Source: an optimization exercise on an open RTL-to-GDS flow (aim: small area and a short achievable clock period). Production flows keep margins and buffers that such runs may drop. The RTL was checked by simulation tests, not by an equivalence proof against the original design. No activity file was given, so power comes from the tool's default toggle rates.

`flow/config.mk`:
```
export PLATFORM = sky130hd
export DESIGN_NAME = matvec_alu_top
export DESIGN_NICKNAME = matvec_alu_top
export VERILOG_FILES = /design/flow/design.v
export SDC_FILE = /design/flow/constraint.sdc
export NUM_CORES = 4
export LEC_CHECK = 0
export CAP_MARGIN = 20
export CORE_MARGIN = 2
export CORE_UTILIZATION = 40
export SETUP_SLACK_MARGIN = 2.1
export SLEW_MARGIN = 20
export SYNTH_HIERARCHICAL = 1
```
`flow/constraint.sdc`:
```
create_clock -name core_clock -period 5.2 [get_ports {clk}]
set_input_delay 1.0400 -clock core_clock [delete_from_list [all_inputs] [get_ports {clk}]]
set_output_delay 1.0400 -clock core_clock [all_outputs]
set_load 0.01 [all_outputs]
```
`flow/design.v`:
```
`default_nettype none
package alu_fmt_pkg;
    localparam int lane_count = 4;
    localparam int opnd_w = 8;
    localparam int prod_w = 16;
    localparam int res_w = 26;
endpackage
`default_nettype wire
`default_nettype none
module mul8s (
    input  logic [7:0]  a,
    input  logic [3:0]  one,
    input  logic [3:0]  two,
    input  logic [3:0]  neg,
    output logic [15:0] p
);
    logic pp1, pp2, pp3, pp4, pp5, pp6, pp7, pp8, pp9, pp10, pp11, pp12, pp13, pp14, pp15, pp16, pp17, pp18, pp19, pp20, pp21, pp22, pp23, pp24, pp25, pp26, pp27, pp28, pp29, pp30, pp31, pp32, pp33, pp34, pp35, pp36, ns37, ns38, ns39, ns40, s41, c42, s43, c44, s45, c46, s47, c48, s49, c50, s51, c52, s53, c54, s55, c56, s57, c58, s59, c60, s61, c62, s63, c64, s65, c66, s67, c68, s69, c70, s71, c72, s73, c74, s75, c76, s77, c78, s79, c80, s81, c82, s83, c84, s85, c86, s87, c88;
    logic [15:0] r0, r1;
    assign pp1 = ((one[0] & a[0])) ^ neg[0];
    assign pp2 = ((one[0] & a[1]) | (two[0] & a[0])) ^ neg[0];
    assign pp3 = ((one[0] & a[2]) | (two[0] & a[1])) ^ neg[0];
    assign pp4 = ((one[0] & a[3]) | (two[0] & a[2])) ^ neg[0];
    assign pp5 = ((one[0] & a[4]) | (two[0] & a[3])) ^ neg[0];
    assign pp6 = ((one[0] & a[5]) | (two[0] & a[4])) ^ neg[0];
    assign pp7 = ((one[0] & a[6]) | (two[0] & a[5])) ^ neg[0];
    assign pp8 = ((one[0] & a[7]) | (two[0] & a[6])) ^ neg[0];
    assign pp9 = ((one[0] & a[7]) | (two[0] & a[7])) ^ neg[0];
    assign pp10 = ((one[1] & a[0])) ^ neg[1];
    assign pp11 = ((one[1] & a[1]) | (two[1] & a[0])) ^ neg[1];
    assign pp12 = ((one[1] & a[2]) | (two[1] & a[1])) ^ neg[1];
    assign pp13 = ((one[1] & a[3]) | (two[1] & a[2])) ^ neg[1];
    assign pp14 = ((one[1] & a[4]) | (two[1] & a[3])) ^ neg[1];
    assign pp15 = ((one[1] & a[5]) | (two[1] & a[4])) ^ neg[1];
    assign pp16 = ((one[1] & a[6]) | (two[1] & a[5])) ^ neg[1];
    assign pp17 = ((one[1] & a[7]) | (two[1] & a[6])) ^ neg[1];
    assign pp18 = ((one[1] & a[7]) | (two[1] & a[7])) ^ neg[1];
    assign pp19 = ((one[2] & a[0])) ^ neg[2];
    assign pp20 = ((one[2] & a[1]) | (two[2] & a[0])) ^ neg[2];
    assign pp21 = ((one[2] & a[2]) | (two[2] & a[1])) ^ neg[2];
    assign pp22 = ((one[2] & a[3]) | (two[2] & a[2])) ^ neg[2];
    assign pp23 = ((one[2] & a[4]) | (two[2] & a[3])) ^ neg[2];
    assign pp24 = ((one[2] & a[5]) | (two[2] & a[4])) ^ neg[2];
    assign pp25 = ((one[2] & a[6]) | (two[2] & a[5])) ^ neg[2];
    assign pp26 = ((one[2] & a[7]) | (two[2] & a[6])) ^ neg[2];
    assign pp27 = ((one[2] & a[7]) | (two[2] & a[7])) ^ neg[2];
    assign pp28 = ((one[3] & a[0])) ^ neg[3];
    assign pp29 = ((one[3] & a[1]) | (two[3] & a[0])) ^ neg[3];
    assign pp30 = ((one[3] & a[2]) | (two[3] & a[1])) ^ neg[3];
    assign pp31 = ((one[3] & a[3]) | (two[3] & a[2])) ^ neg[3];
    assign pp32 = ((one[3] & a[4]) | (two[3] & a[3])) ^ neg[3];
    assign pp33 = ((one[3] & a[5]) | (two[3] & a[4])) ^ neg[3];
    assign pp34 = ((one[3] & a[6]) | (two[3] & a[5])) ^ neg[3];
    assign pp35 = ((one[3] & a[7]) | (two[3] & a[6])) ^ neg[3];
    assign pp36 = ((one[3] & a[7]) | (two[3] & a[7])) ^ neg[3];
    assign ns37 = ~pp9;
    assign ns38 = ~pp18;
    assign ns39 = ~pp27;
    assign ns40 = ~pp36;
    ha_cell u_s41 (.a(neg[3]), .b(pp7), .s(s41), .co(c42));
    ha_cell u_s43 (.a(pp8), .b(pp15), .s(s43), .co(c44));
    assign {c46, s45} = 1'b1 + pp16 + pp23;
    assign {c48, s47} = 1'b1 + pp17;
    ha_cell u_s49 (.a(neg[2]), .b(pp5), .s(s49), .co(c50));
    ha_cell u_s51 (.a(pp6), .b(pp13), .s(s51), .co(c52));
    fa_cell u_s53 (.a(pp14), .b(pp21), .c(pp28), .s(s53), .co(c54));
    fa_cell u_s55 (.a(pp22), .b(pp29), .c(c42), .s(s55), .co(c56));
    fa_cell u_s57 (.a(pp30), .b(ns37), .c(c44), .s(s57), .co(c58));
    fa_cell u_s59 (.a(pp24), .b(pp31), .c(s47), .s(s59), .co(c60));
    fa_cell u_s61 (.a(pp25), .b(pp32), .c(ns38), .s(s61), .co(c62));
    assign {c64, s63} = 1'b1 + pp26;
    ha_cell u_s65 (.a(neg[1]), .b(pp3), .s(s65), .co(c66));
    ha_cell u_s67 (.a(pp4), .b(pp11), .s(s67), .co(c68));
    fa_cell u_s69 (.a(pp12), .b(pp19), .c(s49), .s(s69), .co(c70));
    fa_cell u_s71 (.a(pp20), .b(c50), .c(s51), .s(s71), .co(c72));
    fa_cell u_s73 (.a(c52), .b(s41), .c(s53), .s(s73), .co(c74));
    fa_cell u_s75 (.a(s43), .b(c54), .c(s55), .s(s75), .co(c76));
    fa_cell u_s77 (.a(s45), .b(c56), .c(s57), .s(s77), .co(c78));
    fa_cell u_s79 (.a(c46), .b(c58), .c(s59), .s(s79), .co(c80));
    fa_cell u_s81 (.a(c48), .b(s61), .c(c60), .s(s81), .co(c82));
    fa_cell u_s83 (.a(pp33), .b(s63), .c(c62), .s(s83), .co(c84));
    fa_cell u_s85 (.a(pp34), .b(ns39), .c(c64), .s(s85), .co(c86));
    assign {c88, s87} = 1'b1 + pp35;
    assign r0 = {1'b1, c88, c86, c84, c82, c80, c78, c76, c74, c72, c70, c68, c66, s65, pp2, neg[0]};
    assign r1 = {1'b0, ns40, s87, s85, s83, s81, s79, s77, s75, s73, s71, s69, s67, pp10, 1'b0, pp1};
    mul8s_add u_add (.a(r0), .b(r1), .y(p));
endmodule
module booth_enc (
    input  logic [7:0] x,
    output logic [3:0] one,
    output logic [3:0] two,
    output logic [3:0] neg
);
    logic [8:0] xe;
    assign xe = {x, 1'b0};
    always_comb begin
        for (int j = 0; j < 4; j++) begin
            one[j] = xe[2*j+1] ^ xe[2*j];
            two[j] = (xe[2*j+2] & ~xe[2*j+1] & ~xe[2*j]) | (~xe[2*j+2] & xe[2*j+1] & xe[2*j]);
            neg[j] = xe[2*j+2];
        end
    end
endmodule
module fa_cell (
    input  logic a,
    input  logic b,
    input  logic c,
    output logic s,
    output logic co
);
    assign {co, s} = a + b + c;
endmodule
module ha_cell (
    input  logic a,
    input  logic b,
    output logic s,
    output logic co
);
    assign {co, s} = a + b;
endmodule
`default_nettype wire
`default_nettype none
module sum4g (
    input  logic [15:0] t0,
    input  logic [15:0] t1,
    input  logic [15:0] t2,
    input  logic [15:0] t3,
    input  logic [2:0]  e,
    output logic [17:0] y
);
    logic g1, g2, g3, g4, g5, g6, g7, g8, g9, g10, g11, g12, g13, g14, g15, g16, g17, g18, g19, g20, g21, g22, g23, g24, g25, g26, g27, g28, g29, g30, g31, g32, g33, g34, g35, g36, g37, g38, g39, g40, g41, g42, g43, g44, g45, g46, g47, g48, g49, s50, c51, s52, c53, s54, c55, s56, c57, s58, c59, s60, c61, s62, c63, s64, c65, s66, c67, s68, c69, s70, c71, s72, c73, s74, c75, s76, c77, s78, c79, s80, c81, s82, c83, s84, c85, s86, c87, s88, c89, s90, c91, s92, c93, s94, c95, s96, c97, s98, c99, s100, c101, s102, c103, s104, c105, s106, c107, s108, c109, s110, c111, s112, c113;
    logic [17:0] r0, r1;
    assign g1 = ~t0[15];
    assign g2 = e[0] & t1[0];
    assign g3 = e[0] & t1[1];
    assign g4 = e[0] & t1[2];
    assign g5 = e[0] & t1[3];
    assign g6 = e[0] & t1[4];
    assign g7 = e[0] & t1[5];
    assign g8 = e[0] & t1[6];
    assign g9 = e[0] & t1[7];
    assign g10 = e[0] & t1[8];
    assign g11 = e[0] & t1[9];
    assign g12 = e[0] & t1[10];
    assign g13 = e[0] & t1[11];
    assign g14 = e[0] & t1[12];
    assign g15 = e[0] & t1[13];
    assign g16 = e[0] & t1[14];
    assign g17 = ~(e[0] & t1[15]);
    assign g18 = e[1] & t2[0];
    assign g19 = e[1] & t2[1];
    assign g20 = e[1] & t2[2];
    assign g21 = e[1] & t2[3];
    assign g22 = e[1] & t2[4];
    assign g23 = e[1] & t2[5];
    assign g24 = e[1] & t2[6];
    assign g25 = e[1] & t2[7];
    assign g26 = e[1] & t2[8];
    assign g27 = e[1] & t2[9];
    assign g28 = e[1] & t2[10];
    assign g29 = e[1] & t2[11];
    assign g30 = e[1] & t2[12];
    assign g31 = e[1] & t2[13];
    assign g32 = e[1] & t2[14];
    assign g33 = ~(e[1] & t2[15]);
    assign g34 = e[2] & t3[0];
    assign g35 = e[2] & t3[1];
    assign g36 = e[2] & t3[2];
    assign g37 = e[2] & t3[3];
    assign g38 = e[2] & t3[4];
    assign g39 = e[2] & t3[5];
    assign g40 = e[2] & t3[6];
    assign g41 = e[2] & t3[7];
    assign g42 = e[2] & t3[8];
    assign g43 = e[2] & t3[9];
    assign g44 = e[2] & t3[10];
    assign g45 = e[2] & t3[11];
    assign g46 = e[2] & t3[12];
    assign g47 = e[2] & t3[13];
    assign g48 = e[2] & t3[14];
    assign g49 = ~(e[2] & t3[15]);
    ha_cell u_s50 (.a(t0[0]), .b(g2), .s(s50), .co(c51));
    fa_cell u_s52 (.a(t0[1]), .b(g3), .c(g19), .s(s52), .co(c53));
    fa_cell u_s54 (.a(t0[2]), .b(g4), .c(g20), .s(s54), .co(c55));
    fa_cell u_s56 (.a(t0[3]), .b(g5), .c(g21), .s(s56), .co(c57));
    fa_cell u_s58 (.a(t0[4]), .b(g6), .c(g22), .s(s58), .co(c59));
    fa_cell u_s60 (.a(t0[5]), .b(g7), .c(g23), .s(s60), .co(c61));
    fa_cell u_s62 (.a(t0[6]), .b(g8), .c(g24), .s(s62), .co(c63));
    fa_cell u_s64 (.a(t0[7]), .b(g9), .c(g25), .s(s64), .co(c65));
    fa_cell u_s66 (.a(t0[8]), .b(g10), .c(g26), .s(s66), .co(c67));
    fa_cell u_s68 (.a(t0[9]), .b(g11), .c(g27), .s(s68), .co(c69));
    fa_cell u_s70 (.a(t0[10]), .b(g12), .c(g28), .s(s70), .co(c71));
    fa_cell u_s72 (.a(t0[11]), .b(g13), .c(g29), .s(s72), .co(c73));
    fa_cell u_s74 (.a(t0[12]), .b(g14), .c(g30), .s(s74), .co(c75));
    fa_cell u_s76 (.a(t0[13]), .b(g15), .c(g31), .s(s76), .co(c77));
    fa_cell u_s78 (.a(t0[14]), .b(g16), .c(g32), .s(s78), .co(c79));
    fa_cell u_s80 (.a(g1), .b(g17), .c(g33), .s(s80), .co(c81));
    ha_cell u_s82 (.a(g18), .b(g34), .s(s82), .co(c83));
    fa_cell u_s84 (.a(g35), .b(c51), .c(s52), .s(s84), .co(c85));
    fa_cell u_s86 (.a(g36), .b(c53), .c(s54), .s(s86), .co(c87));
    fa_cell u_s88 (.a(g37), .b(c55), .c(s56), .s(s88), .co(c89));
    fa_cell u_s90 (.a(g38), .b(c57), .c(s58), .s(s90), .co(c91));
    fa_cell u_s92 (.a(g39), .b(c59), .c(s60), .s(s92), .co(c93));
    fa_cell u_s94 (.a(g40), .b(c61), .c(s62), .s(s94), .co(c95));
    fa_cell u_s96 (.a(g41), .b(c63), .c(s64), .s(s96), .co(c97));
    fa_cell u_s98 (.a(g42), .b(c65), .c(s66), .s(s98), .co(c99));
    fa_cell u_s100 (.a(g43), .b(c67), .c(s68), .s(s100), .co(c101));
    fa_cell u_s102 (.a(g44), .b(c69), .c(s70), .s(s102), .co(c103));
    fa_cell u_s104 (.a(g45), .b(c71), .c(s72), .s(s104), .co(c105));
    fa_cell u_s106 (.a(g46), .b(c73), .c(s74), .s(s106), .co(c107));
    fa_cell u_s108 (.a(g47), .b(c75), .c(s76), .s(s108), .co(c109));
    fa_cell u_s110 (.a(g48), .b(c77), .c(s78), .s(s110), .co(c111));
    fa_cell u_s112 (.a(g49), .b(c79), .c(s80), .s(s112), .co(c113));
    assign r0 = {1'b1, c113, c111, c109, c107, c105, c103, c101, c99, c97, c95, c93, c91, c89, c87, c85, c83, s82};
    assign r1 = {1'b0, c81, s112, s110, s108, s106, s104, s102, s100, s98, s96, s94, s92, s90, s88, s86, s84, s50};
    sum4g_add u_add (.a(r0), .b(r1), .y(y));
endmodule
module sum2g (
    input  logic [15:0] t0,
    input  logic [15:0] t1,
    input  logic [0:0]  e,
    output logic [16:0] y
);
    logic g1, g2, g3, g4, g5, g6, g7, g8, g9, g10, g11, g12, g13, g14, g15, g16, g17;
    logic [16:0] r0, r1;
    assign g1 = ~t0[15];
    assign g2 = e[0] & t1[0];
    assign g3 = e[0] & t1[1];
    assign g4 = e[0] & t1[2];
    assign g5 = e[0] & t1[3];
    assign g6 = e[0] & t1[4];
    assign g7 = e[0] & t1[5];
    assign g8 = e[0] & t1[6];
    assign g9 = e[0] & t1[7];
    assign g10 = e[0] & t1[8];
    assign g11 = e[0] & t1[9];
    assign g12 = e[0] & t1[10];
    assign g13 = e[0] & t1[11];
    assign g14 = e[0] & t1[12];
    assign g15 = e[0] & t1[13];
    assign g16 = e[0] & t1[14];
    assign g17 = ~(e[0] & t1[15]);
    assign r0 = {1'b1, g1, t0[14], t0[13], t0[12], t0[11], t0[10], t0[9], t0[8], t0[7], t0[6], t0[5], t0[4], t0[3], t0[2], t0[1], t0[0]};
    assign r1 = {1'b0, g17, g16, g15, g14, g13, g12, g11, g10, g9, g8, g7, g6, g5, g4, g3, g2};
    sum2g_add u_add (.a(r0), .b(r1), .y(y));
endmodule
`default_nettype wire
`default_nettype none
module mul8s_add (
    input  logic [15:0] a,
    input  logic [15:0] b,
    output logic [15:0] y
);
    logic [15:0] ai, bi;
    assign ai = {1'b1, a[14], a[13], a[12], a[11], a[10], a[9], a[8], a[7], a[6], a[5], a[4], a[3], a[2], a[1], a[0]};
    assign bi = {1'b0, b[14], b[13], b[12], b[11], b[10], b[9], b[8], b[7], b[6], b[5], b[4], b[3], b[2], 1'b0, b[0]};
    logic [15:0] cp, cg, cc;
    assign cp = ai ^ bi;
    assign cg = ai & bi;
    logic kg1, kp1;
    assign kg1 = cg[1] | (cp[1] & cg[0]);
    assign kp1 = cp[1] & cp[0];
    logic kg2, kp2;
    assign kg2 = cg[2] | (cp[2] & cg[1]);
    assign kp2 = cp[2] & cp[1];
    logic kg3, kp3;
    assign kg3 = cg[3] | (cp[3] & cg[2]);
    assign kp3 = cp[3] & cp[2];
    logic kg4, kp4;
    assign kg4 = cg[4] | (cp[4] & cg[3]);
    assign kp4 = cp[4] & cp[3];
    logic kg5, kp5;
    assign kg5 = cg[5] | (cp[5] & cg[4]);
    assign kp5 = cp[5] & cp[4];
    logic kg6, kp6;
    assign kg6 = cg[6] | (cp[6] & cg[5]);
    assign kp6 = cp[6] & cp[5];
    logic kg7, kp7;
    assign kg7 = cg[7] | (cp[7] & cg[6]);
    assign kp7 = cp[7] & cp[6];
    logic kg8, kp8;
    assign kg8 = cg[8] | (cp[8] & cg[7]);
    assign kp8 = cp[8] & cp[7];
    logic kg9, kp9;
    assign kg9 = cg[9] | (cp[9] & cg[8]);
    assign kp9 = cp[9] & cp[8];
    logic kg10, kp10;
    assign kg10 = cg[10] | (cp[10] & cg[9]);
    assign kp10 = cp[10] & cp[9];
    logic kg11, kp11;
    assign kg11 = cg[11] | (cp[11] & cg[10]);
    assign kp11 = cp[11] & cp[10];
    logic kg12, kp12;
    assign kg12 = cg[12] | (cp[12] & cg[11]);
    assign kp12 = cp[12] & cp[11];
    logic kg13, kp13;
    assign kg13 = cg[13] | (cp[13] & cg[12]);
    assign kp13 = cp[13] & cp[12];
    logic kg14, kp14;
    assign kg14 = cg[14] | (cp[14] & cg[13]);
    assign kp14 = cp[14] & cp[13];
    logic kg15, kp15;
    assign kg15 = cg[15] | (cp[15] & cg[14]);
    assign kp15 = cp[15] & cp[14];
    logic kg16, kp16;
    assign kg16 = kg2 | (kp2 & cg[0]);
    assign kp16 = kp2 & cp[0];
    logic kg17, kp17;
    assign kg17 = kg3 | (kp3 & kg1);
    assign kp17 = kp3 & kp1;
    logic kg18, kp18;
    assign kg18 = kg4 | (kp4 & kg2);
    assign kp18 = kp4 & kp2;
    logic kg19, kp19;
    assign kg19 = kg5 | (kp5 & kg3);
    assign kp19 = kp5 & kp3;
    logic kg20, kp20;
    assign kg20 = kg6 | (kp6 & kg4);
    assign kp20 = kp6 & kp4;
    logic kg21, kp21;
    assign kg21 = kg7 | (kp7 & kg5);
    assign kp21 = kp7 & kp5;
    logic kg22, kp22;
    assign kg22 = kg8 | (kp8 & kg6);
    assign kp22 = kp8 & kp6;
    logic kg23, kp23;
    assign kg23 = kg9 | (kp9 & kg7);
    assign kp23 = kp9 & kp7;
    logic kg24, kp24;
    assign kg24 = kg10 | (kp10 & kg8);
    assign kp24 = kp10 & kp8;
    logic kg25, kp25;
    assign kg25 = kg11 | (kp11 & kg9);
    assign kp25 = kp11 & kp9;
    logic kg26, kp26;
    assign kg26 = kg12 | (kp12 & kg10);
    assign kp26 = kp12 & kp10;
    logic kg27, kp27;
    assign kg27 = kg13 | (kp13 & kg11);
    assign kp27 = kp13 & kp11;
    logic kg28, kp28;
    assign kg28 = kg14 | (kp14 & kg12);
    assign kp28 = kp14 & kp12;
    logic kg29, kp29;
    assign kg29 = kg15 | (kp15 & kg13);
    assign kp29 = kp15 & kp13;
    logic kg30, kp30;
    assign kg30 = kg18 | (kp18 & cg[0]);
    assign kp30 = kp18 & cp[0];
    logic kg31, kp31;
    assign kg31 = kg19 | (kp19 & kg1);
    assign kp31 = kp19 & kp1;
    logic kg32, kp32;
    assign kg32 = kg20 | (kp20 & kg16);
    assign kp32 = kp20 & kp16;
    logic kg33, kp33;
    assign kg33 = kg21 | (kp21 & kg17);
    assign kp33 = kp21 & kp17;
    logic kg34, kp34;
    assign kg34 = kg22 | (kp22 & kg18);
    assign kp34 = kp22 & kp18;
    logic kg35, kp35;
    assign kg35 = kg23 | (kp23 & kg19);
    assign kp35 = kp23 & kp19;
    logic kg36, kp36;
    assign kg36 = kg24 | (kp24 & kg20);
    assign kp36 = kp24 & kp20;
    logic kg37, kp37;
    assign kg37 = kg25 | (kp25 & kg21);
    assign kp37 = kp25 & kp21;
    logic kg38, kp38;
    assign kg38 = kg26 | (kp26 & kg22);
    assign kp38 = kp26 & kp22;
    logic kg39, kp39;
    assign kg39 = kg27 | (kp27 & kg23);
    assign kp39 = kp27 & kp23;
    logic kg40, kp40;
    assign kg40 = kg28 | (kp28 & kg24);
    assign kp40 = kp28 & kp24;
    logic kg41, kp41;
    assign kg41 = kg29 | (kp29 & kg25);
    assign kp41 = kp29 & kp25;
    logic kg42, kp42;
    assign kg42 = kg34 | (kp34 & cg[0]);
    assign kp42 = kp34 & cp[0];
    logic kg43, kp43;
    assign kg43 = kg35 | (kp35 & kg1);
    assign kp43 = kp35 & kp1;
    logic kg44, kp44;
    assign kg44 = kg36 | (kp36 & kg16);
    assign kp44 = kp36 & kp16;
    logic kg45, kp45;
    assign kg45 = kg37 | (kp37 & kg17);
    assign kp45 = kp37 & kp17;
    logic kg46, kp46;
    assign kg46 = kg38 | (kp38 & kg30);
    assign kp46 = kp38 & kp30;
    logic kg47, kp47;
    assign kg47 = kg39 | (kp39 & kg31);
    assign kp47 = kp39 & kp31;
    logic kg48, kp48;
    assign kg48 = kg40 | (kp40 & kg32);
    assign kp48 = kp40 & kp32;
    logic kg49, kp49;
    assign kg49 = kg41 | (kp41 & kg33);
    assign kp49 = kp41 & kp33;
    assign cc[0] = 1'b0;
    assign cc[1] = cg[0];
    assign cc[2] = kg1;
    assign cc[3] = kg16;
    assign cc[4] = kg17;
    assign cc[5] = kg30;
    assign cc[6] = kg31;
    assign cc[7] = kg32;
    assign cc[8] = kg33;
    assign cc[9] = kg42;
    assign cc[10] = kg43;
    assign cc[11] = kg44;
    assign cc[12] = kg45;
    assign cc[13] = kg46;
    assign cc[14] = kg47;
    assign cc[15] = kg48;
    assign y = cp ^ cc;
endmodule
module sum4g_add (
    input  logic [17:0] a,
    input  logic [17:0] b,
    output logic [17:0] y
);
    logic [17:0] ai, bi;
    assign ai = {1'b1, a[16], a[15], a[14], a[13], a[12], a[11], a[10], a[9], a[8], a[7], a[6], a[5], a[4], a[3], a[2], a[1], a[0]};
    assign bi = {1'b0, b[16], b[15], b[14], b[13], b[12], b[11], b[10], b[9], b[8], b[7], b[6], b[5], b[4], b[3], b[2], b[1], b[0]};
    logic [17:0] cp, cg, cc;
    assign cp = ai ^ bi;
    assign cg = ai & bi;
    logic kg1, kp1;
    assign kg1 = cg[1] | (cp[1] & cg[0]);
    assign kp1 = cp[1] & cp[0];
    logic kg2, kp2;
    assign kg2 = cg[2] | (cp[2] & cg[1]);
    assign kp2 = cp[2] & cp[1];
    logic kg3, kp3;
    assign kg3 = cg[3] | (cp[3] & cg[2]);
    assign kp3 = cp[3] & cp[2];
    logic kg4, kp4;
    assign kg4 = cg[4] | (cp[4] & cg[3]);
    assign kp4 = cp[4] & cp[3];
    logic kg5, kp5;
    assign kg5 = cg[5] | (cp[5] & cg[4]);
    assign kp5 = cp[5] & cp[4];
    logic kg6, kp6;
    assign kg6 = cg[6] | (cp[6] & cg[5]);
    assign kp6 = cp[6] & cp[5];
    logic kg7, kp7;
    assign kg7 = cg[7] | (cp[7] & cg[6]);
    assign kp7 = cp[7] & cp[6];
    logic kg8, kp8;
    assign kg8 = cg[8] | (cp[8] & cg[7]);
    assign kp8 = cp[8] & cp[7];
    logic kg9, kp9;
    assign kg9 = cg[9] | (cp[9] & cg[8]);
    assign kp9 = cp[9] & cp[8];
    logic kg10, kp10;
    assign kg10 = cg[10] | (cp[10] & cg[9]);
    assign kp10 = cp[10] & cp[9];
    logic kg11, kp11;
    assign kg11 = cg[11] | (cp[11] & cg[10]);
    assign kp11 = cp[11] & cp[10];
    logic kg12, kp12;
    assign kg12 = cg[12] | (cp[12] & cg[11]);
    assign kp12 = cp[12] & cp[11];
    logic kg13, kp13;
    assign kg13 = cg[13] | (cp[13] & cg[12]);
    assign kp13 = cp[13] & cp[12];
    logic kg14, kp14;
    assign kg14 = cg[14] | (cp[14] & cg[13]);
    assign kp14 = cp[14] & cp[13];
    logic kg15, kp15;
    assign kg15 = cg[15] | (cp[15] & cg[14]);
    assign kp15 = cp[15] & cp[14];
    logic kg16, kp16;
    assign kg16 = cg[16] | (cp[16] & cg[15]);
    assign kp16 = cp[16] & cp[15];
    logic kg17, kp17;
    assign kg17 = cg[17] | (cp[17] & cg[16]);
    assign kp17 = cp[17] & cp[16];
    logic kg18, kp18;
    assign kg18 = kg2 | (kp2 & cg[0]);
    assign kp18 = kp2 & cp[0];
    logic kg19, kp19;
    assign kg19 = kg3 | (kp3 & kg1);
    assign kp19 = kp3 & kp1;
    logic kg20, kp20;
    assign kg20 = kg4 | (kp4 & kg2);
    assign kp20 = kp4 & kp2;
    logic kg21, kp21;
    assign kg21 = kg5 | (kp5 & kg3);
    assign kp21 = kp5 & kp3;
    logic kg22, kp22;
    assign kg22 = kg6 | (kp6 & kg4);
    assign kp22 = kp6 & kp4;
    logic kg23, kp23;
    assign kg23 = kg7 | (kp7 & kg5);
    assign kp23 = kp7 & kp5;
    logic kg24, kp24;
    assign kg24 = kg8 | (kp8 & kg6);
    assign kp24 = kp8 & kp6;
    logic kg25, kp25;
    assign kg25 = kg9 | (kp9 & kg7);
    assign kp25 = kp9 & kp7;
    logic kg26, kp26;
    assign kg26 = kg10 | (kp10 & kg8);
    assign kp26 = kp10 & kp8;
    logic kg27, kp27;
    assign kg27 = kg11 | (kp11 & kg9);
    assign kp27 = kp11 & kp9;
    logic kg28, kp28;
    assign kg28 = kg12 | (kp12 & kg10);
    assign kp28 = kp12 & kp10;
    logic kg29, kp29;
    assign kg29 = kg13 | (kp13 & kg11);
    assign kp29 = kp13 & kp11;
    logic kg30, kp30;
    assign kg30 = kg14 | (kp14 & kg12);
    assign kp30 = kp14 & kp12;
    logic kg31, kp31;
    assign kg31 = kg15 | (kp15 & kg13);
    assign kp31 = kp15 & kp13;
    logic kg32, kp32;
    assign kg32 = kg16 | (kp16 & kg14);
    assign kp32 = kp16 & kp14;
    logic kg33, kp33;
    assign kg33 = kg17 | (kp17 & kg15);
    assign kp33 = kp17 & kp15;
    logic kg34, kp34;
    assign kg34 = kg20 | (kp20 & cg[0]);
    assign kp34 = kp20 & cp[0];
    logic kg35, kp35;
    assign kg35 = kg21 | (kp21 & kg1);
    assign kp35 = kp21 & kp1;
    logic kg36, kp36;
    assign kg36 = kg22 | (kp22 & kg18);
    assign kp36 = kp22 & kp18;
    logic kg37, kp37;
    assign kg37 = kg23 | (kp23 & kg19);
    assign kp37 = kp23 & kp19;
    logic kg38, kp38;
    assign kg38 = kg24 | (kp24 & kg20);
    assign kp38 = kp24 & kp20;
    logic kg39, kp39;
    assign kg39 = kg25 | (kp25 & kg21);
    assign kp39 = kp25 & kp21;
    logic kg40, kp40;
    assign kg40 = kg26 | (kp26 & kg22);
    assign kp40 = kp26 & kp22;
    logic kg41, kp41;
    assign kg41 = kg27 | (kp27 & kg23);
    assign kp41 = kp27 & kp23;
    logic kg42, kp42;
    assign kg42 = kg28 | (kp28 & kg24);
    assign kp42 = kp28 & kp24;
    logic kg43, kp43;
    assign kg43 = kg29 | (kp29 & kg25);
    assign kp43 = kp29 & kp25;
    logic kg44, kp44;
    assign kg44 = kg30 | (kp30 & kg26);
    assign kp44 = kp30 & kp26;
    logic kg45, kp45;
    assign kg45 = kg31 | (kp31 & kg27);
    assign kp45 = kp31 & kp27;
    logic kg46, kp46;
    assign kg46 = kg32 | (kp32 & kg28);
    assign kp46 = kp32 & kp28;
    logic kg47, kp47;
    assign kg47 = kg33 | (kp33 & kg29);
    assign kp47 = kp33 & kp29;
    logic kg48, kp48;
    assign kg48 = kg38 | (kp38 & cg[0]);
    assign kp48 = kp38 & cp[0];
    logic kg49, kp49;
    assign kg49 = kg39 | (kp39 & kg1);
    assign kp49 = kp39 & kp1;
    logic kg50, kp50;
    assign kg50 = kg40 | (kp40 & kg18);
    assign kp50 = kp40 & kp18;
    logic kg51, kp51;
    assign kg51 = kg41 | (kp41 & kg19);
    assign kp51 = kp41 & kp19;
    logic kg52, kp52;
    assign kg52 = kg42 | (kp42 & kg34);
    assign kp52 = kp42 & kp34;
    logic kg53, kp53;
    assign kg53 = kg43 | (kp43 & kg35);
    assign kp53 = kp43 & kp35;
    logic kg54, kp54;
    assign kg54 = kg44 | (kp44 & kg36);
    assign kp54 = kp44 & kp36;
    logic kg55, kp55;
    assign kg55 = kg45 | (kp45 & kg37);
    assign kp55 = kp45 & kp37;
    logic kg56, kp56;
    assign kg56 = kg46 | (kp46 & kg38);
    assign kp56 = kp46 & kp38;
    logic kg57, kp57;
    assign kg57 = kg47 | (kp47 & kg39);
    assign kp57 = kp47 & kp39;
    logic kg58, kp58;
    assign kg58 = kg56 | (kp56 & cg[0]);
    assign kp58 = kp56 & cp[0];
    logic kg59, kp59;
    assign kg59 = kg57 | (kp57 & kg1);
    assign kp59 = kp57 & kp1;
    assign cc[0] = 1'b0;
    assign cc[1] = cg[0];
    assign cc[2] = kg1;
    assign cc[3] = kg18;
    assign cc[4] = kg19;
    assign cc[5] = kg34;
    assign cc[6] = kg35;
    assign cc[7] = kg36;
    assign cc[8] = kg37;
    assign cc[9] = kg48;
    assign cc[10] = kg49;
    assign cc[11] = kg50;
    assign cc[12] = kg51;
    assign cc[13] = kg52;
    assign cc[14] = kg53;
    assign cc[15] = kg54;
    assign cc[16] = kg55;
    assign cc[17] = kg58;
    assign y = cp ^ cc;
endmodule
module sum2g_add (
    input  logic [16:0] a,
    input  logic [16:0] b,
    output logic [16:0] y
);
    logic [16:0] ai, bi;
    assign ai = {1'b1, a[15], a[14], a[13], a[12], a[11], a[10], a[9], a[8], a[7], a[6], a[5], a[4], a[3], a[2], a[1], a[0]};
    assign bi = {1'b0, b[15], b[14], b[13], b[12], b[11], b[10], b[9], b[8], b[7], b[6], b[5], b[4], b[3], b[2], b[1], b[0]};
    logic [16:0] cp, cg, cc;
    assign cp = ai ^ bi;
    assign cg = ai & bi;
    logic kg1, kp1;
    assign kg1 = cg[1] | (cp[1] & cg[0]);
    assign kp1 = cp[1] & cp[0];
    logic kg2, kp2;
    assign kg2 = cg[3] | (cp[3] & cg[2]);
    assign kp2 = cp[3] & cp[2];
    logic kg3, kp3;
    assign kg3 = cg[5] | (cp[5] & cg[4]);
    assign kp3 = cp[5] & cp[4];
    logic kg4, kp4;
    assign kg4 = cg[7] | (cp[7] & cg[6]);
    assign kp4 = cp[7] & cp[6];
    logic kg5, kp5;
    assign kg5 = cg[9] | (cp[9] & cg[8]);
    assign kp5 = cp[9] & cp[8];
    logic kg6, kp6;
    assign kg6 = cg[11] | (cp[11] & cg[10]);
    assign kp6 = cp[11] & cp[10];
    logic kg7, kp7;
    assign kg7 = cg[13] | (cp[13] & cg[12]);
    assign kp7 = cp[13] & cp[12];
    logic kg8, kp8;
    assign kg8 = cg[15] | (cp[15] & cg[14]);
    assign kp8 = cp[15] & cp[14];
    logic kg9, kp9;
    assign kg9 = kg2 | (kp2 & kg1);
    assign kp9 = kp2 & kp1;
    logic kg10, kp10;
    assign kg10 = kg4 | (kp4 & kg3);
    assign kp10 = kp4 & kp3;
    logic kg11, kp11;
    assign kg11 = kg6 | (kp6 & kg5);
    assign kp11 = kp6 & kp5;
    logic kg12, kp12;
    assign kg12 = kg8 | (kp8 & kg7);
    assign kp12 = kp8 & kp7;
    logic kg13, kp13;
    assign kg13 = kg10 | (kp10 & kg9);
    assign kp13 = kp10 & kp9;
    logic kg14, kp14;
    assign kg14 = kg12 | (kp12 & kg11);
    assign kp14 = kp12 & kp11;
    logic kg15, kp15;
    assign kg15 = kg14 | (kp14 & kg13);
    assign kp15 = kp14 & kp13;
    logic kg16, kp16;
    assign kg16 = kg11 | (kp11 & kg13);
    assign kp16 = kp11 & kp13;
    logic kg17, kp17;
    assign kg17 = kg3 | (kp3 & kg9);
    assign kp17 = kp3 & kp9;
    logic kg18, kp18;
    assign kg18 = kg5 | (kp5 & kg13);
    assign kp18 = kp5 & kp13;
    logic kg19, kp19;
    assign kg19 = kg7 | (kp7 & kg16);
    assign kp19 = kp7 & kp16;
    logic kg20, kp20;
    assign kg20 = cg[2] | (cp[2] & kg1);
    assign kp20 = cp[2] & kp1;
    logic kg21, kp21;
    assign kg21 = cg[4] | (cp[4] & kg9);
    assign kp21 = cp[4] & kp9;
    logic kg22, kp22;
    assign kg22 = cg[6] | (cp[6] & kg17);
    assign kp22 = cp[6] & kp17;
    logic kg23, kp23;
    assign kg23 = cg[8] | (cp[8] & kg13);
    assign kp23 = cp[8] & kp13;
    logic kg24, kp24;
    assign kg24 = cg[10] | (cp[10] & kg18);
    assign kp24 = cp[10] & kp18;
    logic kg25, kp25;
    assign kg25 = cg[12] | (cp[12] & kg16);
    assign kp25 = cp[12] & kp16;
    logic kg26, kp26;
    assign kg26 = cg[14] | (cp[14] & kg19);
    assign kp26 = cp[14] & kp19;
    logic kg27, kp27;
    assign kg27 = cg[16] | (cp[16] & kg15);
    assign kp27 = cp[16] & kp15;
    assign cc[0] = 1'b0;
    assign cc[1] = cg[0];
    assign cc[2] = kg1;
    assign cc[3] = kg20;
    assign cc[4] = kg9;
    assign cc[5] = kg21;
    assign cc[6] = kg17;
    assign cc[7] = kg22;
    assign cc[8] = kg13;
    assign cc[9] = kg23;
    assign cc[10] = kg18;
    assign cc[11] = kg24;
    assign cc[12] = kg16;
    assign cc[13] = kg25;
    assign cc[14] = kg19;
    assign cc[15] = kg26;
    assign cc[16] = kg15;
    assign y = cp ^ cc;
endmodule
`default_nettype wire
`default_nettype none
module matvec_alu_top (
    input  logic        clk,
    input  logic        rst,
    input  logic        in_valid,
    input  logic [31:0] mat_word,
    input  logic [31:0] vec_word,
    input  logic [2:0]  pattern,
    output logic        out_valid,
    output logic [25:0] res_0,
    output logic [25:0] res_1,
    output logic [25:0] res_2,
    output logic [25:0] res_3
);
    logic        v1, v2;
    logic [2:0]  b1;
    always_ff @(posedge clk or negedge rst) begin
        if (!rst) begin
            v1        <= 1'b0;
            v2        <= 1'b0;
            out_valid <= 1'b0;
        end else begin
            v1        <= in_valid;
            v2        <= v1;
            out_valid <= v2;
        end
    end
    logic [31:0] m1;
    logic [3:0]  e_one [4], e_two [4], e_neg [4];
    logic [3:0]  one1 [4], two1 [4], neg1 [4];
    for (genvar gi = 0; gi < 4; gi++) begin : g_enc
        booth_enc u_enc (.x(vec_word[31-8*gi -: 8]), .one(e_one[gi]), .two(e_two[gi]), .neg(e_neg[gi]));
    end
    always_ff @(posedge clk) begin
        m1 <= mat_word;
        for (int i = 0; i < 4; i++) begin
            one1[i] <= e_one[i];
            two1[i] <= e_two[i];
            neg1[i] <= e_neg[i];
        end
        b1 <= pattern;
    end
    logic [15:0] q [4];
    logic [15:0] p [4];
    logic [3:0]  g;
    logic [2:0]  b2;
    for (genvar gi = 0; gi < 4; gi++) begin : g_mul
        mul8s u_mul (.a(m1[31-8*gi -: 8]), .one(one1[gi]), .two(two1[gi]), .neg(neg1[gi]), .p(q[gi]));
    end
    always_ff @(posedge clk) begin
        for (int i = 0; i < 4; i++) begin
            p[i] <= q[i];
        end
        g  <= {~b1[2], ~b1[1] & ~b1[2], ~b1[1], ~b1[0]};
        b2 <= b1;
    end
    logic [17:0] y_n, y3;
    logic [16:0] u_n, u3;
    logic [15:0] p0_3, p3_3;
    sum4g u_y (.t0(p[1]), .t1(p[0]), .t2(p[2]), .t3(p[3]), .e(g[2:0]), .y(y_n));
    sum2g u_u (.t0(p[2]), .t1(p[3]), .e(g[3]), .y(u_n));
    logic z0n, c1y, c1u, c1p, c2u, c2p, c3p;
    always_ff @(posedge clk) begin
        y3   <= y_n;
        u3   <= u_n;
        p0_3 <= p[0];
        p3_3 <= p[3];
        z0n  <= ~b2[0];
        c1y  <= b2[0];
        c1u  <= ~b2[0] & b2[1];
        c1p  <= ~b2[0] & ~b2[1] & b2[2];
        c2u  <= b2[0] & b2[1];
        c2p  <= b2[2] & (b2[0] ^ b2[1]);
        c3p  <= &b2;
    end
    logic [17:0] s0, s1, s2, s3;
    always_comb begin
        s0 = z0n ? y3 : 18'($signed(p0_3));
        s1 = ({18{c1y}} & y3) | ({18{c1u}} & 18'($signed(u3))) | ({18{c1p}} & 18'($signed(p3_3)));
        s2 = ({18{c2u}} & 18'($signed(u3))) | ({18{c2p}} & 18'($signed(p3_3)));
        s3 = {18{c3p}} & 18'($signed(p3_3));
    end
    assign res_0 = 26'($signed(s0));
    assign res_1 = 26'($signed(s1));
    assign res_2 = 26'($signed(s2));
    assign res_3 = 26'($signed(s3));
endmodule
`default_nettype wire
```
`flow/flow/run.sh`:
```
#!/bin/bash
# standard layout, with plain buf_1 cells as the port buffers
set -euo pipefail
export BUFFER_PORTS_ARGS="-buffer_cell sky130_fd_sc_hd__buf_1"
bash standard.sh > standard.log 2>&1
```
`flow/standard.sh`:
```
#!/bin/bash
# synth_recipe.tcl (not shown) runs the flow's synth.tcl, then flattens the netlist and writes it again
# the make line also repeats each setting of config.mk as NAME=value (left out here)
make -C /OpenROAD-flow-scripts/flow DESIGN_CONFIG=/design/flow/config.mk WORK_HOME=/design/flow/orfs CLKGATE_MAP_FILE= SYNTH_SCRIPT=/design/flow/synth_recipe.tcl "${@:-finish}"
```
==> results of run 1 <==
[power breakdown]
part           switching (mW)  internal, mW
clock                   0.792          1.16
combinational            4.45          3.84
sequential              0.609          2.43
[through the flow]
stage,power [mW],std cells
after floorplan,8.45,1616
after global placement,10.0,2160
after detailed placement,10.1,2160
after CTS,12.6,2229
after global routing,14.3,2256
final,13.3,2256
[registers in the layout, indices dropped and copies added (netlist names), 3 cells and up]
signal and flops:
b2 3, p 64, m1 32, p0_3 16, two1 16, u3 17
neg1 16, g 4, b1 3, p3_3 16, y3 18, one1 16
[cell type report]
class	count	area share, %
multi-input cells	1159	58.6
flip-flops and latches	231	26.0
repair buffers	218	5.38
clock buffers	36	4.13
well taps	525	3.52
inverters	71	1.43
clock inverters	16	0.964
[path summary, 6_finish.rpt]
kind	depth (start not counted)	from	slack (ns)	to
min reg2reg	0	v1	0.35	v2
max	12	m1[22]	2.06	p[1][12]
max in group asynchronous	1	rst	4.78	v1
max reg2reg	12	m1[22]	2.06	p[1][12]
min	1	rst	0.27	out_valid
min in group core_clock	0	v1	0.35	v2
[metal layers]
metal | vias to the layer above | wire [um] | GRT usage (%)
met3 | 69 | 1910 | 2.53
met2 | 295 | 19500 | 32.1
met5 | - | 0 | 0
met4 | 0 | 1330 | 6.58
li1 | 5763 | - | -
met1 | 5820 | 17700 | 24.4
[what timing repair did]
| item | CTS | global route |
|---|---|---|
| pin swaps | 15 | 49 |
| hold buffers | 0 | 0 |
| setup buffers | 17 | 27 |
| resized for setup | 154 | 88 |
| setup endpoints to repair | 75 | 52 |
==> reports/metrics.cfg, run 1 <==
[global_route]
grt-ovfl-total = 0
grt_pass1_vias = 11638
grt_max_degree = 20
grt_pass1_wl_um = 62400
gr-usage-all-layers_pct = 18.8
antenna_found_initial = 0

[final_layout]
diodes = 0
seq_area_um2 = 4860
multiInputGateArea_um2 = 10900
fin_util_pct = 46.9
area_growth_pct = 15.3
final_common_cell = buf_1
num-nets-final = 1999
final_cell_mix = buf_1 (174), xnor2_1 (150), dfxtp_1 (139)
final_area_um2 = 18700
fillCellCount = 3799
drive_gt1_share_pct = 22.6

[sta]
tightest_slew_ns = 0.676
slew_violations = 0
holdWs_ns = 0.271
rsz0062_at_grt = true
max_freq_mhz = 318
period_minus_slack_ns = 3.14
hold_viol = 0
setup_viol = 0
finalWorstSetupSlack_ns = 2.06
fin_setup_tns_ns = 0
timing.final.crit_share_pct = 60.4
slew_headroom_pct = 54.9
clock_skew_ns = 0.0183

[clock_network]
clkTransAtPathRegs_ns = 0.06
clk_latency_ns = 0.56
htree_levels = 1
cts_sinks = 231
cts-root-buf = clkbuf_16
cts-buffers-inserted = 28
clockBufferDepth = 3
cts_tree = built

[detailed_routing]
vias = 11947
drc = 0
drt_iter0_markers = 872
wl_per_cell_um = 17.9
ant_nets = 0
wl_um = 40400
first_pass_iters = 5
drt-vias-per-instance = 5.30

[worst_setup_path]
worst-path-buf-inv = 1
required_ns = 5.63
critical_path.top_delay_family = adder cells
slowest_stage = fa_2
crit_type = reg -> reg
crit_fanout = 8
arrival_ns = 3.57
start_kind = flop
endpoint_kind = flop
max_stage_delay_ns = 0.58
crit_chain = a22oi_2 > xnor2_2 > ha_2 > fa_1 > fa_2 > ha_4 > buf_6 > nand3_2 > a21oi_2 > a211oi_4 > o21bai_1 > xor2_1

[power]
worst_ir_drop_vdd_v = 0.000364
p_leak_nw = 7.42
power_density_nw_per_um2 = 711

[placed_design]
routabilityCongestion = 0.886
port_buffers = 174
post-dp-hpwl_um = 31800
dpl_worst_slack_ns = 1.73
placed_area_um2 = 16600

[min_path]
hp-class = in -> async

[die]
io-pin-count = 175
start_util_pct = 40.7
coreArea_um2 = 39800
rows = 73
die_w_um = 205
fp.dieH_um = 205
dieArea_um2 = 42100

[synth]
syn-num-nets = 1906
syn_inst = 1616
syn_area_per_cell_um2 = 10.0
netlist_area_um2 = 16200
yosys_warnings = 20

[run_status]
status = finished clean

[run]
max-cap-violations = 0

==> run 2: changes to the inputs <==
--- a/flow/config.mk
+++ b/flow/config.mk
@@ -10,3 +10,3 @@
 export CORE_UTILIZATION = 40
-export SETUP_SLACK_MARGIN = 2.1
+export SETUP_SLACK_MARGIN = 1.9
 export SLEW_MARGIN = 20
==> run 2 against run 1 <==
Against the previous run:
- critical path type is now reg -> out
- clock skew rose by 0.0026 ns
- register-to-register slack got worse by 0.05 ns
- routed wire length fell by 1.4%
- worst hold slack improved by 0.0086 ns
- utilization fell by 2.2 points
- largest cell class unchanged
- highest routed layer is now met5
- via count fell by 1.7%
==> reports/metrics.cfg, run 2 <==
[clock_network]
cts-root-buf = clkbuf_16
hold_buffers = 0  ; unchanged
cts_sinks = 231  ; unchanged
cts-buffers-inserted = 27  ; -3.6%
clockBufferDepth = 3  ; unchanged
htree_levels = 1  ; unchanged
clkTransAtPathRegs_ns = 0.06  ; about the same
cts_tree = built
clk_latency_ns = 0.58  ; +0.02 ns

[sta]
period_minus_slack_ns = 3.26  ; +0.117 ns
fin_setup_tns_ns = 0  ; unchanged
slew_violations = 0  ; unchanged
max_freq_mhz = 307  ; -3.6%
clock_skew_ns = 0.0209  ; +0.00261 ns
finalWorstSetupSlack_ns = 1.94  ; -0.117 ns
timing.final.crit_share_pct = 62.7  ; +2.2 points
setup_viol = 0  ; unchanged
tightest_slew_ns = 0.879  ; +0.203 ns
slew_headroom_pct = 41.3  ; -14 points
rsz0062_at_grt = true
hold_viol = 0  ; unchanged

[synth]
syn_area_per_cell_um2 = 10.0  ; unchanged
syn_inst = 1616  ; unchanged
syn-num-nets = 1906  ; unchanged
yosys_warnings = 20  ; unchanged
netlist_area_um2 = 16200  ; unchanged

[die]
start_util_pct = 40.7  ; unchanged
io-pin-count = 175  ; unchanged
dieArea_um2 = 42100  ; unchanged
fp.dieH_um = 205  ; unchanged
rows = 73  ; unchanged
die_w_um = 205  ; unchanged
coreArea_um2 = 39800  ; unchanged

[global_route]
grt_pass1_wl_um = 62400  ; about the same
gr-usage-all-layers_pct = 18.9  ; +0.057 points
grt_pass1_vias = 11555  ; -0.71%
grt_max_degree = 20  ; unchanged
grt-ovfl-total = 0  ; unchanged
antenna_found_initial = 3  ; +3

[final_layout]
final_common_cell = buf_1
fillCellCount = 3857  ; +1.5%
largest_reg_flops = 64  ; unchanged
fin_util_pct = 44.7  ; -2.2 points
num-nets-final = 1959  ; -2.0%
largest_register = p
area_growth_pct = 9.91
drive_gt1_share_pct = 17.0  ; -5.6 points
final_cell_mix = buf_1 (174), xnor2_1 (152), dfxtp_1 (144)
reg_top3 = p: 64 flops, m1: 32 flops, y3: 18 flops

[worst_setup_path]
crit_fanout = 18  ; +10
r2r_start = m1[21]
setup.worst_path.start = c1y
arrival_ns = 2.22  ; -1.35 ns
crit_type = reg -> out
required_ns = 4.16  ; -1.47 ns
endpoint_kind = primary output
start_kind = flop

[run]
max-cap-violations = 0  ; unchanged

[run_status]
status = finished clean

[detailed_routing]
drt-vias-per-instance = 5.31  ; +0.29%
ant_nets = 0  ; unchanged
drt_iter0_markers = 849  ; -2.6%
vias = 11743  ; -1.7%
wl_um = 39800  ; -1.4%
wl_per_cell_um = 18.0  ; +0.60%
first_pass_iters = 5  ; unchanged
drc = 0  ; unchanged

[power]
fin_total_pwr_mw = 12.3  ; -7.5%
p_leak_nw = 7.13  ; -3.8%
worst_ir_drop_vdd_v = 0.000304  ; -17%
power_density_nw_per_um2 = 689  ; -3.0%

[placed_design]
port_buffers = 174  ; unchanged
routabilityCongestion = 0.910  ; +2.8%
dpl_worst_slack_ns = 1.68  ; -0.0422 ns
post-dp-hpwl_um = 32000  ; +0.61%

[min_path]
hp-class = in -> async

## run 2: area by class of cell
cell class	instances	area, um^2	share of cell area, %
antenna	1	2.50	0.0141
clock buffer	36	759	4.27
clock inverter	9	71.3	0.401
inverter	71	267	1.50
multi-input combinational	1159	10600	59.4
sequential	231	4790	26.9
tap	525	657	3.69
timing repair buffer	179	691	3.88
## run 2: routing by layer
metal / vias to the layer above / GRT usage (%) / share of wire (%)
met4: 6 / 7.43 / 3.6
li1: 5675 / - / -
met2: 348 / 31.4 / 47
met1: 5634 / 24.5 / 44
met3: 80 / 2.98 / 5.6
met5: - / 0 / 0.085
## run 2: repair_timing
item                                    in CTS  in global routing
endpoints found under the hold margin        0                  0
endpoints found under the setup margin      25                 33
cloned                                       0                  0
pin swaps                                    2                  9
resized for setup                           71                 75
setup buffers                                2                  3
## run 2: worst max-delay path, cell delays in order (launching register included)
cell and delay (ns):
dfxtp_1 0.60, a222oi_1 0.80, inv_1 0.09, buf_1 0.15
## run 2: through the flow
step | cells | hold WS (ns) | instance area (um^2)
after floorplan | 1616 | 0.323 | 16200
after global placement | 2160 | 0.336 | 16600
after detailed placement | 2160 | 0.335 | 16600
after CTS | 2207 | 0.250 | 17500
after global routing | 2210 | 0.273 | 17800
final | 2211 | 0.279 | 17800
## run 2: path summary, 6_finish.rpt
check / to / slack [ns] / cells after the start
worst max-delay path: res_1[14] / 1.94 / 3
worst min-delay path: out_valid / 0.28 / 1
worst max register to register: p[1][13] / 2.01 / 11
worst min register to register: v2 / 0.35 / 0
max in group asynchronous: v1 / 4.77 / 1
min in group core_clock: v2 / 0.35 / 0
## run 2: report_power, final
part	leakage [nW]	switching (mW)	internal, mW	total, mW
logic	4.76	4.19	3.30	7.49
registers	1.97	0.576	2.43	3.01
clock network	0.403	0.758	1.02	1.78
total	7.13	5.52	6.76	12.3
==> run 3: changes to the inputs <==
--- a/flow/config.mk
+++ b/flow/config.mk
@@ -10,2 +10,4 @@
 export CORE_UTILIZATION = 40
+export CTS_CLUSTER_DIAMETER = 120
+export CTS_CLUSTER_SIZE = 24
 export SETUP_SLACK_MARGIN = 1.9
==> run 3 against run 2 <==
Against the previous run:
- via count decreased by 0.62%
- first-iteration DRC count decreased by 2.6%
- combinational power grew 0.7%
- fmax grew 1.7%
- synthesized cell count did not move
- register-to-register slack is essentially flat
- clock power is 34% lower
- critical path depth increased by 9
- worst hold slack improved by 0.048 ns
- cell area decreased by 1.6%
- total power fell by 4.6%
- critical endpoint is now p[1][13]
==> reports/metrics.cfg, run 3 <==
[run_status]
status = finished clean

[worst_setup_path]
rr_endpoint = p[1][13]
setup.worst_path.start = m1[21]
crit_type = reg -> reg
critPathMostFrequentCell = fa_1
start_kind = flop
worst-path-buf-inv = 1  ; -1
r2r_start = m1[21]
rr_worst_depth = 12  ; +1
max_stage_delay_ns = 0.54  ; -0.26 ns
crit_chain = a22oi_2 > xnor2_1 > ha_2 > fa_1 > fa_1 > ha_4 > a21oi_2 > o22ai_1 > a211oi_2 > buf_4 > mux2i_1 > o2111ai_1
reg2reg_setup_slack_ns = 2.00  ; about the same
crit_fanout = 8  ; -10
endpoint_kind = flop
required_ns = 5.59  ; +1.43 ns
slowest_stage = fa_1
critical_path.top_delay_family = adder cells
arrival_ns = 3.60  ; +1.38 ns

[die]
io-pin-count = 175  ; unchanged
coreArea_um2 = 39800  ; unchanged
start_util_pct = 40.7  ; unchanged
fp.dieH_um = 205  ; unchanged
die_w_um = 205  ; unchanged
dieArea_um2 = 42100  ; unchanged
rows = 73  ; unchanged

[final_layout]
largest_reg_flops = 64  ; unchanged
largest_register = p
fin_util_pct = 44.0  ; -0.74 points
drive_gt1_share_pct = 16.7  ; -0.26 points
area_growth_pct = 8.10
reg_top3 = p: 64 flops, m1: 32 flops, y3: 18 flops
diodes = 0  ; -1
fillCellCount = 3880  ; +0.60%
fin_cells = 2194  ; -0.77%
seq_area_um2 = 4820  ; +0.68%
final_common_cell = buf_1
multiInputGateArea_um2 = 10600  ; +0.26%
num-nets-final = 1955  ; -0.20%
final_cell_mix = buf_1 (174), xnor2_1 (151), dfxtp_1 (144)
final_area_um2 = 17500  ; -1.6%

[clock_network]
htree_levels = 1  ; unchanged
cts_sinks = 231  ; unchanged
clockBufferDepth = 3  ; unchanged
cts-root-buf = clkbuf_16
clkTransAtPathRegs_ns = 0.10  ; +0.04 ns
cts_tree = built
clk_latency_ns = 0.52  ; -0.06 ns
hold_buffers = 0  ; unchanged
cts-buffers-inserted = 14  ; -48%

[sta]
slew_headroom_pct = 40.1  ; -1.2 points
holdWs_ns = 0.327  ; +0.0481 ns
finalWorstSetupSlack_ns = 2.00  ; +0.0543 ns
hold_viol = 0  ; unchanged
clock_skew_ns = 0.0261  ; +0.00516 ns
max_freq_mhz = 312  ; +1.7%
timing.final.crit_share_pct = 61.6  ; -1.0 points
fin_setup_tns_ns = 0  ; unchanged
tightest_slew_ns = 0.897  ; +0.0184 ns
slew_violations = 0  ; unchanged
setup_viol = 0  ; unchanged
rsz0062_at_grt = true
period_minus_slack_ns = 3.20  ; -0.0543 ns

[synth]
syn_inst = 1616  ; unchanged
yosys_warnings = 20  ; unchanged
syn_area_per_cell_um2 = 10.0  ; unchanged
syn-num-nets = 1906  ; unchanged
netlist_area_um2 = 16200  ; unchanged

[detailed_routing]
ant_nets = 0  ; unchanged
first_pass_iters = 6  ; +1
drt_iter0_markers = 827  ; -2.6%
wl_um = 39600  ; -0.70%
vias = 11670  ; -0.62%
drt-vias-per-instance = 5.32  ; +0.15%
drc = 0  ; unchanged
wl_per_cell_um = 18.0  ; about the same

[global_route]
antenna_found_initial = 2  ; -1
gr-usage-all-layers_pct = 18.7  ; -0.22 points
grt_max_degree = 25  ; +25%
grt_pass1_wl_um = 61800  ; -1.1%
grt-ovfl-total = 0  ; unchanged
grt_pass1_vias = 11328  ; -2.0%

[run]
max-cap-violations = 0  ; unchanged

[placed_design]
place_inst = 2160  ; unchanged
dpl_worst_slack_ns = 1.68  ; unchanged
post-dp-hpwl_um = 32000  ; unchanged
routabilityCongestion = 0.910  ; unchanged
port_buffers = 174  ; unchanged
placed_area_um2 = 16600  ; unchanged

[power]
power_density_nw_per_um2 = 669  ; -3.0%
worst_ir_drop_vdd_v = 0.000282  ; -7.0%
p_leak_nw = 6.99  ; -2.0%
fin_total_pwr_mw = 11.7  ; -4.6%

[min_path]
hp-class = in -> async

[run 3: changes by cell type in the layout (fill, tap and decap cells not counted), sizes merged]
cell and change:
buf +8, clkbuf -20, clkinv -2, clkinvlp -3, diode -1, inv +1
[run 3: final cells by class]
cell class,instances,area share [%]
multi-input combinational,1159,60.5
timing repair buffer,188,4.31
inverter,71,1.52
clock buffer,15,2.14
clock inverter,5,0.229
tap,525,3.75
sequential,231,27.5
[run 3: where the power goes]
part	internal (mW)	switching, mW	total (mW)
combinational	3.34	4.20	7.54
sequential	2.43	0.573	3.00
clock	0.535	0.639	1.17
[run 3: how the worst max path moves through the flow]
stage,end,cells past startpoint
2_1_floorplan,p[0][12],12
3_3_place_gp,p[1][14],11
3_5_place_dp,p[0][13],10
4_1_cts,p[3][14],9
5_1_grt,p[1][13],12
6_report,p[1][13],12
[run 3: routing by layer]
layer,up-vias,share of wire [%],track usage [%]
li1,5647,-,-
met1,5631,44,24.9
met2,325,47,30.9
met3,65,5.2,2.38
met4,2,3.4,7.04
met5,-,0.018,0
[run 3: worst reg2reg max path: cells and delay by family, from the launching register on]
family	cells	cell delay (ns)
xor+xnor	1	0.14
buf+inv	1	0.17
fa+ha+maj	4	1.39
compound gates	5	0.82
flops	1	0.39
mux	1	0.18
[run 3: timing repair]
item	CTS	global route
pin swaps	2	11
endpoints found under the setup margin	25	38
setup buffers	2	12
hold endpoints to repair	0	0
resized for setup	69	96
==> run 4: changes to the inputs <==
--- a/flow/design.v
+++ b/flow/design.v
@@ -127,2 +127,3 @@
     input  logic [2:0]  e,
+    input  logic [2:0]  en,
     output logic [17:0] y
@@ -140,10 +141,10 @@
     assign g9 = e[0] & t1[7];
-    assign g10 = e[0] & t1[8];
-    assign g11 = e[0] & t1[9];
-    assign g12 = e[0] & t1[10];
-    assign g13 = e[0] & t1[11];
-    assign g14 = e[0] & t1[12];
-    assign g15 = e[0] & t1[13];
-    assign g16 = e[0] & t1[14];
-    assign g17 = ~(e[0] & t1[15]);
+    assign g10 = ~en[0] & t1[8];
+    assign g11 = ~en[0] & t1[9];
+    assign g12 = ~en[0] & t1[10];
+    assign g13 = ~en[0] & t1[11];
+    assign g14 = ~en[0] & t1[12];
+    assign g15 = ~en[0] & t1[13];
+    assign g16 = ~en[0] & t1[14];
+    assign g17 = ~(~en[0] & t1[15]);
     assign g18 = e[1] & t2[0];
@@ -156,10 +157,10 @@
     assign g25 = e[1] & t2[7];
-    assign g26 = e[1] & t2[8];
-    assign g27 = e[1] & t2[9];
-    assign g28 = e[1] & t2[10];
-    assign g29 = e[1] & t2[11];
-    assign g30 = e[1] & t2[12];
-    assign g31 = e[1] & t2[13];
-    assign g32 = e[1] & t2[14];
-    assign g33 = ~(e[1] & t2[15]);
+    assign g26 = ~en[1] & t2[8];
+    assign g27 = ~en[1] & t2[9];
+    assign g28 = ~en[1] & t2[10];
+    assign g29 = ~en[1] & t2[11];
+    assign g30 = ~en[1] & t2[12];
+    assign g31 = ~en[1] & t2[13];
+    assign g32 = ~en[1] & t2[14];
+    assign g33 = ~(~en[1] & t2[15]);
     assign g34 = e[2] & t3[0];
@@ -172,10 +173,10 @@
     assign g41 = e[2] & t3[7];
-    assign g42 = e[2] & t3[8];
-    assign g43 = e[2] & t3[9];
-    assign g44 = e[2] & t3[10];
-    assign g45 = e[2] & t3[11];
-    assign g46 = e[2] & t3[12];
-    assign g47 = e[2] & t3[13];
-    assign g48 = e[2] & t3[14];
-    assign g49 = ~(e[2] & t3[15]);
+    assign g42 = ~en[2] & t3[8];
+    assign g43 = ~en[2] & t3[9];
+    assign g44 = ~en[2] & t3[10];
+    assign g45 = ~en[2] & t3[11];
+    assign g46 = ~en[2] & t3[12];
+    assign g47 = ~en[2] & t3[13];
+    assign g48 = ~en[2] & t3[14];
+    assign g49 = ~(~en[2] & t3[15]);
     ha_cell u_s50 (.a(t0[0]), .b(g2), .s(s50), .co(c51));
@@ -220,2 +221,3 @@
     input  logic [0:0]  e,
+    input  logic [0:0]  en,
     output logic [16:0] y
@@ -233,10 +235,10 @@
     assign g9 = e[0] & t1[7];
-    assign g10 = e[0] & t1[8];
-    assign g11 = e[0] & t1[9];
-    assign g12 = e[0] & t1[10];
-    assign g13 = e[0] & t1[11];
-    assign g14 = e[0] & t1[12];
-    assign g15 = e[0] & t1[13];
-    assign g16 = e[0] & t1[14];
-    assign g17 = ~(e[0] & t1[15]);
+    assign g10 = ~en[0] & t1[8];
+    assign g11 = ~en[0] & t1[9];
+    assign g12 = ~en[0] & t1[10];
+    assign g13 = ~en[0] & t1[11];
+    assign g14 = ~en[0] & t1[12];
+    assign g15 = ~en[0] & t1[13];
+    assign g16 = ~en[0] & t1[14];
+    assign g17 = ~(~en[0] & t1[15]);
     assign r0 = {1'b1, g1, t0[14], t0[13], t0[12], t0[11], t0[10], t0[9], t0[8], t0[7], t0[6], t0[5], t0[4], t0[3], t0[2], t0[1], t0[0]};
@@ -788,2 +790,3 @@
     logic [3:0]  g;
+    logic [3:0]  gn;
     logic [2:0]  b2;
@@ -797,2 +800,3 @@
         g  <= {~b1[2], ~b1[1] & ~b1[2], ~b1[1], ~b1[0]};
+        gn <= {b1[2], b1[1] | b1[2], b1[1], b1[0]};
         b2 <= b1;
@@ -802,5 +806,6 @@
     logic [15:0] p0_3, p3_3;
-    sum4g u_y (.t0(p[1]), .t1(p[0]), .t2(p[2]), .t3(p[3]), .e(g[2:0]), .y(y_n));
-    sum2g u_u (.t0(p[2]), .t1(p[3]), .e(g[3]), .y(u_n));
+    sum4g u_y (.t0(p[1]), .t1(p[0]), .t2(p[2]), .t3(p[3]), .e(g[2:0]), .en(gn[2:0]), .y(y_n));
+    sum2g u_u (.t0(p[2]), .t1(p[3]), .e(g[3]), .en(gn[3]), .y(u_n));
     logic z0n, c1y, c1u, c1p, c2u, c2p, c3p;
+    logic c1un, c1pn, c2un, c2pn, c3pn;
     always_ff @(posedge clk) begin
@@ -817,2 +822,7 @@
         c3p  <= &b2;
+        c1un <= ~(~b2[0] & b2[1]);
+        c1pn <= ~(~b2[0] & ~b2[1] & b2[2]);
+        c2un <= ~(b2[0] & b2[1]);
+        c2pn <= ~(b2[2] & (b2[0] ^ b2[1]));
+        c3pn <= ~(&b2);
     end
@@ -821,5 +831,6 @@
         s0 = z0n ? y3 : 18'($signed(p0_3));
-        s1 = ({18{c1y}} & y3) | ({18{c1u}} & 18'($signed(u3))) | ({18{c1p}} & 18'($signed(p3_3)));
-        s2 = ({18{c2u}} & 18'($signed(u3))) | ({18{c2p}} & 18'($signed(p3_3)));
-        s3 = {18{c3p}} & 18'($signed(p3_3));
+        s1 = ({18{c1y}} & y3) | ({{9{~c1un}}, {9{c1u}}} & 18'($signed(u3)))
+           | ({{9{~c1pn}}, {9{c1p}}} & 18'($signed(p3_3)));
+        s2 = ({{9{~c2un}}, {9{c2u}}} & 18'($signed(u3))) | ({{9{~c2pn}}, {9{c2p}}} & 18'($signed(p3_3)));
+        s3 = {{9{~c3pn}}, {9{c3p}}} & 18'($signed(p3_3));
     end
--- a/flow/config.mk
+++ b/flow/config.mk
@@ -10,4 +10,2 @@
 export CORE_UTILIZATION = 40
-export CTS_CLUSTER_DIAMETER = 120
-export CTS_CLUSTER_SIZE = 24
 export SETUP_SLACK_MARGIN = 1.9
==> run 4 against run 3 <==
Against the previous run:
- total power increased by 6.0%
- cell area up 2.3%
- utilization is 0.92 points higher
- clock power is 58% higher
- sequential power barely moved
- fmax fell by 0.46%
- worst setup slack worse by 0.015 ns
- global-route usage fell by 0.54 points
- flip-flop and latch count up 6
- critical path type unchanged
- critical endpoint is now p[2][12]
==> reports/metrics.cfg, run 4 <==
[detailed_routing]
drt-vias-per-instance = 5.25  ; -1.4%
vias = 11750  ; +0.69%
first_pass_iters = 7  ; +1
wl_um = 38900  ; -1.8%
drt_iter0_markers = 806  ; -2.5%

[global_route]
gr-usage-all-layers_pct = 18.1  ; -0.54 points
antenna_found_initial = 3  ; +1
grt_pass1_wl_um = 60800  ; -1.5%
grt_max_degree = 20  ; -20%
grt_pass1_vias = 11571  ; +2.1%
grt-ovfl-total = 0  ; unchanged

[die]
dieArea_um2 = 42300  ; +0.44%
coreArea_um2 = 39900  ; +0.23%
die_w_um = 206  ; +0.22%
start_util_pct = 40.8  ; +0.089 points
fp.dieH_um = 206  ; +0.22%

[final_layout]
fin_util_pct = 44.9  ; +0.92 points
largest_register = p
num-nets-final = 1986  ; +1.6%
fin_cells = 2240  ; +2.1%
area_growth_pct = 10.1
largest_reg_flops = 64  ; unchanged
final_cell_mix = buf_1 (174), xnor2_1 (155), dfxtp_1 (151)
drive_gt1_share_pct = 13.4  ; -3.4 points
reg_top3 = p: 64 flops, m1: 32 flops, y3: 18 flops

[clock_network]
cts-root-buf = clkbuf_16
hold_buffers = 0  ; unchanged
cts-buffers-inserted = 27  ; +13
clkTransAtPathRegs_ns = 0.06  ; -0.04 ns
cts_tree = built
htree_levels = 1  ; unchanged
clockBufferDepth = 3  ; unchanged
cts_sinks = 237  ; +2.6%
clk_latency_ns = 0.55  ; +0.03 ns

[placed_design]
port_buffers = 174  ; unchanged
post-dp-hpwl_um = 31000  ; -3.2%
routabilityCongestion = 0.881  ; -3.2%

[power]
p_leak_nw = 7.21  ; +3.2%
power_density_nw_per_um2 = 693  ; +3.6%
worst_ir_drop_vdd_v = 0.000318  ; +13%
fin_total_pwr_mw = 12.4  ; +6.0%

[worst_setup_path]
crit_chain = a22oi_1 > xnor2_1 > ha_1 > fa_1 > fa_1 > ha_2 > a21oi_2 > a21oi_1 > a211oi_4 > o21bai_1 > xor2_1
crit_type = reg -> reg
arrival_ns = 3.64  ; +0.04 ns
reg2reg_setup_slack_ns = 1.98  ; about the same
endpoint_kind = flop
start_kind = flop
critical_path.top_delay_family = adder cells
slowest_stage = fa_1
critPathMostFrequentCell = fa_1
max_stage_delay_ns = 0.52  ; -0.02 ns
crit_fanout = 8  ; unchanged

[sta]
rsz0062_at_grt = true
max_freq_mhz = 311  ; -0.46%
holdWs_ns = 0.288  ; -0.0399 ns
slew_headroom_pct = 44.4  ; +4.3 points
setup_viol = 0  ; unchanged
timing.final.crit_share_pct = 61.9  ; +0.28 points
period_minus_slack_ns = 3.22  ; +0.0148 ns
fin_setup_tns_ns = 0  ; unchanged
tightest_slew_ns = 0.833  ; -0.0643 ns
clock_skew_ns = 0.0130  ; -0.0131 ns
hold_viol = 0  ; unchanged

[run]
max-cap-violations = 0  ; unchanged

[synth]
syn_area_per_cell_um2 = 9.95  ; -0.78%
syn_inst = 1636  ; +1.2%
yosys_warnings = 20  ; unchanged
syn-num-nets = 1926  ; +1.0%
netlist_area_um2 = 16300  ; +0.45%

[min_path]
hp-class = in -> async

[run_status]
status = finished clean

[run 4: area by class of cell]
class | count | area [um^2]
inverter | 84 | 315
sequential | 237 | 4880
timing repair buffer | 178 | 683
multi-input combinational | 1168 | 10500
clock inverter | 11 | 109
tap | 525 | 657
clock buffer | 37 | 763
fill | 3771 | 22000
[run 4: metal layers]
| metal | GRT usage, % | part of all wire (%) | wire, um | vias up |
|---|---|---|---|---|
| li1 | - | - | - | 5741 |
| met1 | 24.0 | 45 | 17400 | 5614 |
| met2 | 30.3 | 47 | 18200 | 343 |
| met3 | 2.90 | 5.9 | 2300 | 52 |
| met4 | 5.42 | 2.5 | 984 | 0 |
| met5 | 0 | 0 | 0 | - |
[run 4: worst paths after layout]
path                       depth (start not counted)        end    from
max reg2reg                                       11   p[2][12]  m1[14]
max                                               11   p[2][12]  m1[14]
min reg2reg                                        0         v2      v1
min in group core_clock                            0         v2      v1
max in group asynchronous                          1         v1     rst
min                                                1  out_valid     rst
[run 4: stage by stage]
stage | cell area (um^2) | worst slack (ns)
6_report | 17900 | 1.98
5_1_grt | 17900 | 1.88
2_1_floorplan | 16300 | 2.02
3_3_place_gp | 16700 | 1.82
3_5_place_dp | 16700 | 1.71
4_1_cts | 17600 | 1.87
[run 4: report_power, final]
group / leakage [nW] / internal (mW) / switching, mW
sequential: 2.01 / 2.48 / 0.531
clock: 0.428 / 1.08 / 0.770
combinational: 4.77 / 3.31 / 4.23
[run 4: repair_timing]
| item | in CTS | in global routing |
|---|---|---|
| setup endpoints to repair | 19 | 40 |
| resized for setup | 57 | 85 |
| pin swaps | 5 | 14 |
| setup buffers | 4 | 0 |

Setup slack of run 4, layout unchanged: 1.981 ns with ideal ports, 1.955 ns with driving cells assumed (clock clkbuf_16, inputs buf_2), 1.981 ns with port delays also shifted by the 0.593 ns mid clock arrival.
